This is an optimization exercise on Yosys and OpenROAD, whose aim is small area, a short achievable clock period and few clock cycles per item, not a production implementation. RTL that was checked went through simulation tests only; none was proved equivalent to the original.

==> run a: inputs <==
==> flow/design.v <==
package arbc_pkg;
  localparam int IdxW       = 4;
  localparam int MatrixSize = 1 << IdxW;
  localparam int InTdataW  = 32;
  localparam int InTuserW  = 2;
  localparam int OutTdataW = 8;
  localparam int QDepth = 6;
  typedef logic [IdxW-1:0]       idx_t;
  typedef logic [MatrixSize-1:0] word_t;
  function automatic word_t onehot(idx_t i);
    word_t w;
    w = '0;
    w[i] = 1'b1;
    onehot = w;
  endfunction
  function automatic word_t span_mask(idx_t first, idx_t last);
    word_t w;
    for (int k = 0; k < 16; k++) begin
      w[k] = (k >= int'(first)) && (k <= int'(last));
    end
    span_mask = w;
  endfunction
endpackage
module arbc_border (
  input  arbc_pkg::idx_t  rf_i,
  input  arbc_pkg::idx_t  rl_i,
  input  arbc_pkg::idx_t  cf_i,
  input  arbc_pkg::idx_t  cl_i,
  input  arbc_pkg::word_t rows_i,
  input  logic            nz_rf_i,
  input  logic            nz_rl_i,
  input  arbc_pkg::word_t col_f_i,
  input  arbc_pkg::word_t col_l_i,
  output logic            ok_o
);
  arbc_pkg::word_t cm, rm;
  assign cm = arbc_pkg::span_mask(cf_i, cl_i);
  assign rm = arbc_pkg::span_mask(rf_i, rl_i);
  assign ok_o = nz_rf_i && nz_rl_i && ((rows_i & ~cm) == '0)
             && ((col_f_i & rm) != '0) && ((col_f_i & ~rm) == '0)
             && ((col_l_i & rm) != '0) && ((col_l_i & ~rm) == '0);
endmodule
module arbc_matrix (
  input  logic             clk_i,
  input  logic             rst_ni,
  input  logic             clr_i,
  input  logic             we_i,
  input  arbc_pkg::idx_t   row_i,
  input  arbc_pkg::idx_t   col_i,
  input  logic             cell_i,
  input  arbc_pkg::idx_t   rf_i,
  input  arbc_pkg::idx_t   rl_i,
  input  arbc_pkg::idx_t   cf_i,
  input  arbc_pkg::idx_t   cl_i,
  output arbc_pkg::word_t  rows_o,     
  output logic             nz_rf_o,    
  output logic             nz_rl_o,    
  output arbc_pkg::word_t  col_f_o,    
  output arbc_pkg::word_t  col_l_o     
);
  localparam int N = arbc_pkg::MatrixSize;
  logic [N-1:0][N-1:0] m_q;    
  logic [N-1:0]        rv_q;
  arbc_pkg::word_t row_dec, col_dec, wr_row;
  arbc_pkg::word_t dec_rf, dec_rl, dec_cf, dec_cl;
  arbc_pkg::word_t rsel, nzr;
  assign row_dec = arbc_pkg::onehot(row_i);
  assign col_dec = arbc_pkg::onehot(col_i);
  assign wr_row  = we_i ? row_dec : '0;
  always_ff @(posedge clk_i or negedge rst_ni) begin
    if (!rst_ni) begin
      rv_q <= '0;
    end else if (clr_i) begin
      rv_q <= '0;
    end else begin
      rv_q <= rv_q | wr_row;
    end
  end
  always_ff @(posedge clk_i) begin
    for (int r = 0; r < N; r++) begin
      for (int c = 0; c < N; c++) begin
        if (wr_row[r] && (col_dec[c] || !rv_q[r])) begin
          m_q[r][c] <= col_dec[c] && cell_i;
        end
      end
    end
  end
  assign dec_rf = arbc_pkg::onehot(rf_i);
  assign dec_rl = arbc_pkg::onehot(rl_i);
  assign dec_cf = arbc_pkg::onehot(cf_i);
  assign dec_cl = arbc_pkg::onehot(cl_i);
  assign rsel   = (dec_rf | dec_rl) & rv_q;
  always_comb begin
    rows_o = '0;
    for (int r = 0; r < N; r++) begin
      nzr[r]     = rv_q[r] && (m_q[r] != '0);
      rows_o     = rows_o | (rsel[r] ? m_q[r] : '0);
      col_f_o[r] = rv_q[r] && ((m_q[r] & dec_cf) != '0);
      col_l_o[r] = rv_q[r] && ((m_q[r] & dec_cl) != '0);
    end
  end
  assign nz_rf_o = (nzr & dec_rf) != '0;
  assign nz_rl_o = (nzr & dec_rl) != '0;
endmodule
module align_rectangle_border_check (
  input  logic                           clk_i,
  input  logic                           rst_ni,
  input  logic                           s_axis_tvalid,
  output logic                           s_axis_tready,
  input  logic [arbc_pkg::InTdataW-1:0]  s_axis_tdata,
  input  logic [arbc_pkg::InTuserW-1:0]  s_axis_tuser,
  output logic                           m_axis_tvalid,
  input  logic                           m_axis_tready,
  output logic [arbc_pkg::OutTdataW-1:0] m_axis_tdata
);
  localparam int D = arbc_pkg::QDepth;
  logic rdy_q;
  logic in_acc;
  logic           s0_clr_q, s0_we_q, s0_qry_q;
  arbc_pkg::idx_t s0_row_q, s0_col_q;
  logic           s0_cell_q;
  arbc_pkg::idx_t s0_rf_q, s0_rl_q, s0_cf_q, s0_cl_q;
  assign in_acc = s_axis_tvalid && rdy_q;
  always_ff @(posedge clk_i or negedge rst_ni) begin
    if (!rst_ni) begin
      s0_clr_q <= 1'b0;
      s0_we_q  <= 1'b0;
      s0_qry_q <= 1'b0;
    end else begin
      s0_clr_q <= in_acc && (s_axis_tuser == 2'd0);
      s0_we_q  <= in_acc && (s_axis_tuser == 2'd1);
      s0_qry_q <= in_acc && (s_axis_tuser == 2'd2);
    end
  end
  always_ff @(posedge clk_i) begin
    s0_row_q  <= s_axis_tdata[3:0];
    s0_col_q  <= s_axis_tdata[7:4];
    s0_cell_q <= s_axis_tdata[8];
    s0_rf_q   <= s_axis_tdata[12:9];
    s0_rl_q   <= s_axis_tdata[16:13];
    s0_cf_q   <= s_axis_tdata[20:17];
    s0_cl_q   <= s_axis_tdata[24:21];
  end
  arbc_pkg::word_t rows, col_f, col_l;
  logic            nz_rf, nz_rl;
  arbc_matrix u_matrix (
    .clk_i   (clk_i),
    .rst_ni  (rst_ni),
    .clr_i   (s0_clr_q),
    .we_i    (s0_we_q),
    .row_i   (s0_row_q),
    .col_i   (s0_col_q),
    .cell_i  (s0_cell_q),
    .rf_i    (s0_rf_q),
    .rl_i    (s0_rl_q),
    .cf_i    (s0_cf_q),
    .cl_i    (s0_cl_q),
    .rows_o  (rows),
    .nz_rf_o (nz_rf),
    .nz_rl_o (nz_rl),
    .col_f_o (col_f),
    .col_l_o (col_l)
  );
  logic            s2_qry_q;
  arbc_pkg::word_t s2_rows_q, s2_col_f_q, s2_col_l_q;
  logic            s2_nz_rf_q, s2_nz_rl_q;
  arbc_pkg::idx_t  s2_rf_q, s2_rl_q, s2_cf_q, s2_cl_q;
  always_ff @(posedge clk_i or negedge rst_ni) begin
    if (!rst_ni) begin
      s2_qry_q <= 1'b0;
    end else begin
      s2_qry_q <= s0_qry_q;
    end
  end
  always_ff @(posedge clk_i) begin
    s2_rows_q  <= rows;
    s2_col_f_q <= col_f;
    s2_col_l_q <= col_l;
    s2_nz_rf_q <= nz_rf;
    s2_nz_rl_q <= nz_rl;
    s2_rf_q    <= s0_rf_q;
    s2_rl_q    <= s0_rl_q;
    s2_cf_q    <= s0_cf_q;
    s2_cl_q    <= s0_cl_q;
  end
  logic ok;
  arbc_border u_border (
    .rf_i    (s2_rf_q),
    .rl_i    (s2_rl_q),
    .cf_i    (s2_cf_q),
    .cl_i    (s2_cl_q),
    .rows_i  (s2_rows_q),
    .nz_rf_i (s2_nz_rf_q),
    .nz_rl_i (s2_nz_rl_q),
    .col_f_i (s2_col_f_q),
    .col_l_i (s2_col_l_q),
    .ok_o    (ok)
  );
  logic s3_qry_q, s3_flag_q;
  always_ff @(posedge clk_i or negedge rst_ni) begin
    if (!rst_ni) begin
      s3_qry_q <= 1'b0;
    end else begin
      s3_qry_q <= s2_qry_q;
    end
  end
  always_ff @(posedge clk_i) begin
    s3_flag_q <= ok;
  end
  logic [D-1:0] q_v_q, q_d_q;
  logic [D-1:0] v_pop, v_hold, d_pop, d_hold;
  always_comb begin
    for (int i = 0; i < D; i++) begin
      if (i == D - 1) begin
        v_pop[i] = s3_qry_q && q_v_q[i];
        d_pop[i] = s3_flag_q;
      end else begin
        v_pop[i] = q_v_q[i+1] || (s3_qry_q && (q_v_q[i] || (i == 0)));
        d_pop[i] = q_v_q[i+1] ? q_d_q[i+1] : s3_flag_q;
      end
      if (i == 0) begin
        v_hold[i] = q_v_q[i] || s3_qry_q;
      end else begin
        v_hold[i] = q_v_q[i] || (s3_qry_q && q_v_q[i-1]);
      end
      d_hold[i] = q_v_q[i] ? q_d_q[i] : s3_flag_q;
    end
  end
  always_ff @(posedge clk_i or negedge rst_ni) begin
    if (!rst_ni) begin
      q_v_q <= '0;
    end else begin
      q_v_q <= m_axis_tready ? v_pop : v_hold;
    end
  end
  always_ff @(posedge clk_i) begin
    q_d_q <= m_axis_tready ? d_pop : d_hold;
  end
  logic [1:0] n_pipe;
  logic       rdy_d;
  assign n_pipe = 2'(s0_qry_q) + 2'(s2_qry_q) + 2'(s3_qry_q);
  assign rdy_d  = !q_v_q[D - 2 - 32'(n_pipe)];
  always_ff @(posedge clk_i or negedge rst_ni) begin
    if (!rst_ni) begin
      rdy_q <= 1'b0;
    end else begin
      rdy_q <= rdy_d;
    end
  end
  assign s_axis_tready = rdy_q;
  assign m_axis_tvalid = q_v_q[0];
  assign m_axis_tdata  = {{(arbc_pkg::OutTdataW - 1){1'b0}}, q_d_q[0]};
endmodule
==> flow/run.sh <==
#!/bin/bash
# synth_recipe.tcl (not shown) runs the flow's synth.tcl, then flattens the netlist and writes it again
# the make line also repeats each setting of config.mk as NAME=value (left out here)
make -C /OpenROAD-flow-scripts/flow DESIGN_CONFIG=/design/flow/config.mk WORK_HOME=/design/flow/orfs CLKGATE_MAP_FILE= SYNTH_SCRIPT=/design/flow/synth_recipe.tcl finish
==> flow/config.mk <==
export PLATFORM = sky130hd
export DESIGN_NAME = align_rectangle_border_check
export DESIGN_NICKNAME = align_rectangle_border_check
export VERILOG_FILES = /design/flow/design.v
export SDC_FILE = /design/flow/constraint.sdc
export NUM_CORES = 4
export LEC_CHECK = 0
export CAP_MARGIN = 20
export CORE_MARGIN = 2
export CORE_UTILIZATION = 40
export SLEW_MARGIN = 20
==> flow/constraint.sdc <==
create_clock -name core_clock -period 4.5 [get_ports {clk_i}]
set_input_delay 0.9000 -clock core_clock [delete_from_list [all_inputs] [get_ports {clk_i}]]
set_output_delay 0.9000 -clock core_clock [all_outputs]
set_load 0.01 [all_outputs]
==> run b: changes against run a <==
==> flow/design.v (replaced) <==
package arbc_pkg;
  localparam int IdxW       = 4;
  localparam int MatrixSize = 1 << IdxW;
  localparam int InTdataW  = 32;
  localparam int InTuserW  = 2;
  localparam int OutTdataW = 8;
  localparam int QDepth = 5;
  typedef logic [IdxW-1:0]       idx_t;
  typedef logic [MatrixSize-1:0] word_t;
  function automatic word_t onehot(idx_t i);
    word_t w;
    for (int k = 0; k < 16; k++) w[k] = (i == idx_t'(k));
    onehot = w;
  endfunction
  function automatic word_t span_mask(idx_t first, idx_t last);
    word_t w;
    for (int k = 0; k < 16; k++) begin
      w[k] = (k >= int'(first)) && (k <= int'(last));
    end
    span_mask = w;
  endfunction
endpackage
module arbc_border (
  input  arbc_pkg::word_t rm_i,         
  input  arbc_pkg::word_t rows_out_i,   
  input  logic            nz_i,
  input  arbc_pkg::word_t col_f_i,
  input  arbc_pkg::word_t col_l_i,
  output logic            ok_o
);
  assign ok_o = nz_i && (rows_out_i == '0)
             && ((col_f_i & rm_i) != '0) && ((col_f_i & ~rm_i) == '0)
             && ((col_l_i & rm_i) != '0) && ((col_l_i & ~rm_i) == '0);
endmodule
module arbc_matrix (
  input  logic             clk_i,
  input  logic             rst_ni,
  input  logic             clr_i,
  input  logic             we_i,
  input  arbc_pkg::idx_t   row_i,
  input  arbc_pkg::idx_t   col_i,
  input  logic             cell_i,
  input  arbc_pkg::word_t  sel_r_i,    
  input  arbc_pkg::word_t  sel_cf_i,   
  input  arbc_pkg::word_t  sel_cl_i,   
  output arbc_pkg::word_t  rows_o,     
  output logic             nz_o,       
  output arbc_pkg::word_t  col_f_o,    
  output arbc_pkg::word_t  col_l_o     
);
  localparam int N = arbc_pkg::MatrixSize;
  logic [N-1:0][N-1:0] m_q;    
  logic [N-1:0]        rv_q;
  arbc_pkg::word_t row_dec, col_dec, wr_row, wdat;
  arbc_pkg::word_t rsel, nzr;
  assign row_dec = arbc_pkg::onehot(row_i);
  assign col_dec = arbc_pkg::onehot(col_i);
  assign wr_row  = we_i ? row_dec : '0;
  assign wdat    = cell_i ? col_dec : '0;
  always_ff @(posedge clk_i or negedge rst_ni) begin
    if (!rst_ni) begin
      rv_q <= '0;
    end else if (clr_i) begin
      rv_q <= '0;
    end else begin
      rv_q <= rv_q | wr_row;
    end
  end
  always_ff @(posedge clk_i) begin
    for (int r = 0; r < N; r++) begin
      for (int c = 0; c < N; c++) begin
        if (wr_row[r] && (col_dec[c] || !rv_q[r])) begin
          m_q[r][c] <= wdat[c];
        end
      end
    end
  end
  assign rsel = sel_r_i & rv_q;
  always_comb begin
    rows_o = '0;
    for (int r = 0; r < N; r++) begin
      nzr[r]     = rv_q[r] && (m_q[r] != '0);
      rows_o     = rows_o | (rsel[r] ? m_q[r] : '0);
      col_f_o[r] = rv_q[r] && ((m_q[r] & sel_cf_i) != '0);
      col_l_o[r] = rv_q[r] && ((m_q[r] & sel_cl_i) != '0);
    end
  end
  assign nz_o = (sel_r_i & ~nzr) == '0;
endmodule
module align_rectangle_border_check (
  input  logic                           clk_i,
  input  logic                           rst_ni,
  input  logic                           s_axis_tvalid,
  output logic                           s_axis_tready,
  input  logic [arbc_pkg::InTdataW-1:0]  s_axis_tdata,
  input  logic [arbc_pkg::InTuserW-1:0]  s_axis_tuser,
  output logic                           m_axis_tvalid,
  input  logic                           m_axis_tready,
  output logic [arbc_pkg::OutTdataW-1:0] m_axis_tdata
);
  localparam int D = arbc_pkg::QDepth;
  logic rdy_q;
  logic in_acc, in_clr, in_we, in_qry;
  arbc_pkg::idx_t in_rf, in_rl, in_cf, in_cl;
  assign in_acc = s_axis_tvalid && rdy_q;
  assign in_clr = in_acc && (s_axis_tuser == 2'd0);
  assign in_we  = in_acc && (s_axis_tuser == 2'd1);
  assign in_qry = in_acc && (s_axis_tuser == 2'd2);
  assign in_rf = s_axis_tdata[12:9];
  assign in_rl = s_axis_tdata[16:13];
  assign in_cf = s_axis_tdata[20:17];
  assign in_cl = s_axis_tdata[24:21];
  arbc_pkg::word_t rows, col_f, col_l;
  logic            nz;
  arbc_matrix u_matrix (
    .clk_i   (clk_i),
    .rst_ni  (rst_ni),
    .clr_i   (in_clr),
    .we_i    (in_we),
    .row_i   (s_axis_tdata[3:0]),
    .col_i   (s_axis_tdata[7:4]),
    .cell_i  (s_axis_tdata[8]),
    .sel_r_i (arbc_pkg::onehot(in_rf) | arbc_pkg::onehot(in_rl)),
    .sel_cf_i(arbc_pkg::onehot(in_cf)),
    .sel_cl_i(arbc_pkg::onehot(in_cl)),
    .rows_o  (rows),
    .nz_o    (nz),
    .col_f_o (col_f),
    .col_l_o (col_l)
  );
  logic            s2_qry_q;
  arbc_pkg::word_t s2_rows_out_q, s2_col_f_q, s2_col_l_q;
  logic            s2_nz_q;
  arbc_pkg::word_t s2_rm_q;
  always_ff @(posedge clk_i or negedge rst_ni) begin
    if (!rst_ni) begin
      s2_qry_q <= 1'b0;
    end else begin
      s2_qry_q <= in_qry;
    end
  end
  always_ff @(posedge clk_i) begin
    s2_rows_out_q <= rows & ~arbc_pkg::span_mask(in_cf, in_cl);
    s2_col_f_q    <= col_f;
    s2_col_l_q    <= col_l;
    s2_nz_q       <= nz;
    s2_rm_q       <= arbc_pkg::span_mask(in_rf, in_rl);
  end
  logic ok;
  arbc_border u_border (
    .rm_i       (s2_rm_q),
    .rows_out_i (s2_rows_out_q),
    .nz_i       (s2_nz_q),
    .col_f_i    (s2_col_f_q),
    .col_l_i    (s2_col_l_q),
    .ok_o       (ok)
  );
  logic s3_qry_q, s3_flag_q;
  always_ff @(posedge clk_i or negedge rst_ni) begin
    if (!rst_ni) begin
      s3_qry_q <= 1'b0;
    end else begin
      s3_qry_q <= s2_qry_q;
    end
  end
  always_ff @(posedge clk_i) begin
    s3_flag_q <= ok;
  end
  logic [D-1:0] q_v_q, q_d_q;
  logic [D-1:0] v_pop, v_hold, d_pop, d_hold;
  always_comb begin
    for (int i = 0; i < D; i++) begin
      if (i == D - 1) begin
        v_pop[i] = s3_qry_q && q_v_q[i];
        d_pop[i] = s3_flag_q;
      end else begin
        v_pop[i] = q_v_q[i+1] || (s3_qry_q && (q_v_q[i] || (i == 0)));
        d_pop[i] = q_v_q[i+1] ? q_d_q[i+1] : s3_flag_q;
      end
      if (i == 0) begin
        v_hold[i] = q_v_q[i] || s3_qry_q;
      end else begin
        v_hold[i] = q_v_q[i] || (s3_qry_q && q_v_q[i-1]);
      end
      d_hold[i] = q_v_q[i] ? q_d_q[i] : s3_flag_q;
    end
  end
  always_ff @(posedge clk_i or negedge rst_ni) begin
    if (!rst_ni) begin
      q_v_q <= '0;
    end else begin
      q_v_q <= m_axis_tready ? v_pop : v_hold;
    end
  end
  always_ff @(posedge clk_i) begin
    q_d_q <= m_axis_tready ? d_pop : d_hold;
  end
  logic [1:0] n_pipe;
  logic       rdy_d;
  assign n_pipe = 2'(s2_qry_q) + 2'(s3_qry_q);
  assign rdy_d  = !q_v_q[D - 2 - 32'(n_pipe)];
  always_ff @(posedge clk_i or negedge rst_ni) begin
    if (!rst_ni) begin
      rdy_q <= 1'b0;
    end else begin
      rdy_q <= rdy_d;
    end
  end
  assign s_axis_tready = rdy_q;
  assign m_axis_tvalid = q_v_q[0];
  assign m_axis_tdata  = {{(arbc_pkg::OutTdataW - 1){1'b0}}, q_d_q[0]};
endmodule
--- a/flow/config.mk
+++ b/flow/config.mk
@@ -7,5 +7,8 @@
 export LEC_CHECK = 0
 export CAP_MARGIN = 20
 export CORE_MARGIN = 2
-export CORE_UTILIZATION = 40
+export CORE_UTILIZATION = 55
+export CTS_CLUSTER_DIAMETER = 60
+export CTS_CLUSTER_SIZE = 30
+export SETUP_SLACK_MARGIN = 2.4
 export SLEW_MARGIN = 20
==> run c: changes against run a <==
--- a/flow/design.v
+++ b/flow/design.v
@@ -9,8 +9,7 @@
   typedef logic [MatrixSize-1:0] word_t;
   function automatic word_t onehot(idx_t i);
     word_t w;
-    w = '0;
-    w[i] = 1'b1;
+    for (int k = 0; k < 16; k++) w[k] = (i == idx_t'(k));
     onehot = w;
   endfunction
   function automatic word_t span_mask(idx_t first, idx_t last);
@@ -95,8 +94,8 @@
     for (int r = 0; r < N; r++) begin
       nzr[r]     = rv_q[r] && (m_q[r] != '0);
       rows_o     = rows_o | (rsel[r] ? m_q[r] : '0);
-      col_f_o[r] = rv_q[r] && ((m_q[r] & dec_cf) != '0);
-      col_l_o[r] = rv_q[r] && ((m_q[r] & dec_cl) != '0);
+      col_f_o[r] = rv_q[r] && m_q[r][cf_i];
+      col_l_o[r] = rv_q[r] && m_q[r][cl_i];
     end
   end
   assign nz_rf_o = (nzr & dec_rf) != '0;
--- a/flow/config.mk
+++ b/flow/config.mk
@@ -5,7 +5,9 @@
 export SDC_FILE = /design/flow/constraint.sdc
 export NUM_CORES = 4
 export LEC_CHECK = 0
+export ABC_CLOCK_PERIOD_IN_PS = 2000
 export CAP_MARGIN = 20
 export CORE_MARGIN = 2
-export CORE_UTILIZATION = 40
+export CORE_UTILIZATION = 55
+export SETUP_SLACK_MARGIN = 2.0
 export SLEW_MARGIN = 20
==> run d: changes against run a <==
--- a/flow/design.v
+++ b/flow/design.v
@@ -9,8 +9,7 @@
   typedef logic [MatrixSize-1:0] word_t;
   function automatic word_t onehot(idx_t i);
     word_t w;
-    w = '0;
-    w[i] = 1'b1;
+    for (int k = 0; k < 16; k++) w[k] = (i == idx_t'(k));
     onehot = w;
   endfunction
   function automatic word_t span_mask(idx_t first, idx_t last);
@@ -95,8 +94,8 @@
     for (int r = 0; r < N; r++) begin
       nzr[r]     = rv_q[r] && (m_q[r] != '0);
       rows_o     = rows_o | (rsel[r] ? m_q[r] : '0);
-      col_f_o[r] = rv_q[r] && ((m_q[r] & dec_cf) != '0);
-      col_l_o[r] = rv_q[r] && ((m_q[r] & dec_cl) != '0);
+      col_f_o[r] = rv_q[r] && m_q[r][cf_i];
+      col_l_o[r] = rv_q[r] && m_q[r][cl_i];
     end
   end
   assign nz_rf_o = (nzr & dec_rf) != '0;
--- a/flow/config.mk
+++ b/flow/config.mk
@@ -5,7 +5,9 @@
 export SDC_FILE = /design/flow/constraint.sdc
 export NUM_CORES = 4
 export LEC_CHECK = 0
+export ABC_CLOCK_PERIOD_IN_PS = 1800
 export CAP_MARGIN = 20
 export CORE_MARGIN = 2
 export CORE_UTILIZATION = 40
+export SETUP_SLACK_MARGIN = 2.5
 export SLEW_MARGIN = 20
==> results_dict.tcl <==
set metrics [dict create \
    status "finished clean" \
    antennaDiodeCount 2 \
    yosys.area_share.simple_pct 8.25 \
    hold-worst-slack_ns 0.386 \
    cts_htree_levels 2 \
    power_density_mw_per_mm2 308 \
    track_usage_pct 32.4 \
    synth_top_family_by_area "multiplexers" \
    path_cells "nor4_4 -> a41oi_4 -> mux4_2 -> inv_1 -> o22ai_1 -> or3_1" \
    comb_cell_power_mw 0.755 \
    fin_cells 2435 \
    regArea_mm2 0.0105 \
    max-slew-margin-rel_pct 18.4 \
    multi_input_area_share_pct 40.5 \
]
That was run d.
==> results_dict.tcl <==
set metrics [dict create \
    fin_cells 3034 \
    regArea_mm2 0.0104 \
    dpl_cell_area_mm2 0.0235 \
    die_area_mm2 0.0563 \
    hold-worst-slack_ns 0.380 \
    cts_htree_levels 2 \
    finalHoldViolCount 0 \
    synth_top_family_by_area "compound AO/OA/AOI/OAI gates" \
    top_layer_used "met5" \
    status "finished clean" \
    comb_cell_power_mw 0.946 \
    wl_met3_um 20200 \
    timing.rr.end "s2_rows_q[11]" \
    track_usage_pct 46.3 \
    multi_input_area_share_pct 41.8 \
    cpLargestDelayFamily "compound AO/OA/AOI/OAI gates" \
    drv_cap 0 \
    yosys.area_share.simple_pct 13.8 \
    power_density_mw_per_mm2 345 \
    gp_congestion 1.09 \
    path_cells "inv_1 -> ha_1 -> or2_1 -> a21oi_1 -> o21ai_0 -> a21oi_2 -> a22o_1 -> a221oi_1 -> nand4_1" \
]
That was run a.
==> results_dict.tcl <==
set metrics [dict create \
    regArea_mm2 0.00975 \
    comb_cell_power_mw 0.812 \
    multi_input_area_share_pct 41.5 \
    synth_top_family_by_area "compound AO/OA/AOI/OAI gates" \
    hold-worst-slack_ns 0.393 \
    max-slew-margin-rel_pct 30.6 \
    status "finished clean" \
    track_usage_pct 57.5 \
    antennaDiodeCount 9 \
    yosys.area_share.simple_pct 12.4 \
]
That was run b.
==> results_dict.tcl <==
set metrics [dict create \
    cts_htree_levels 2 \
    multi_input_area_share_pct 42.0 \
    die_x_um 198 \
    track_usage_pct 40.6 \
    yosys.area_share.simple_pct 8.25 \
    status "finished clean" \
    power_density_mw_per_mm2 350 \
    timing.rr.end "s2_nz_rl_q" \
    comb_cell_power_mw 0.487 \
    synth.area.mux_share_pct 19.1 \
    rr_startpoint "u_matrix.m_q[142]" \
    hold-worst-slack_ns 0.380 \
    path_cells "nor4_1 -> a41oi_2 -> a2bb2oi_1 -> o32ai_1 -> or4b_1" \
    grt_pass1_vias 15221 \
    fin_cells 2048 \
]
That was run c.
Testbench counts of run a, summed over its fixed seeds: cycles 24,107, items 24,075.
Testbench counts of run b, summed over its fixed seeds: cycles 24,099, items 24,075.
The RTL of run c and run d was laid out without a check of its function.

afterwards: timing with drivers on the ports:
How much do the figures lean on ideal ports? The routed layouts below were timed once more, with nothing changed but the port constraints.
Step 1 sets driving cells, clkbuf_16 on the clock port and buf_2 on the other inputs (assumed; they add their load-dependent delay and slew).
Step 2, shift: input delay + t, output delay - t, t = (earliest + latest rising clock arrival at the registers) / 2. This alone moves slack from input paths to output paths.
a / b / c = ideal / step 1 / step 2; a / b = the first two.
| run | shift t [ns] | setup WS [ns] | cell pins on the clock port's net |
|---|---|---|---|
| run a | 0.660 | 0.584 / 0.584 / 0.584 | 1 |
| run b | 0.665 | 2.258 / 2.258 / 1.641 | 1 |
| run c | 0.639 | 1.959 / 1.959 / 1.848 | 1 |
| run d | 0.649 | 2.103 / 2.103 / 2.103 | 1 |
After both steps setup and hold are still met in every run listed. For run b, which loses most, drivers alone change the setup slack by 0.000 ns; drivers and shift together by -0.617 ns.
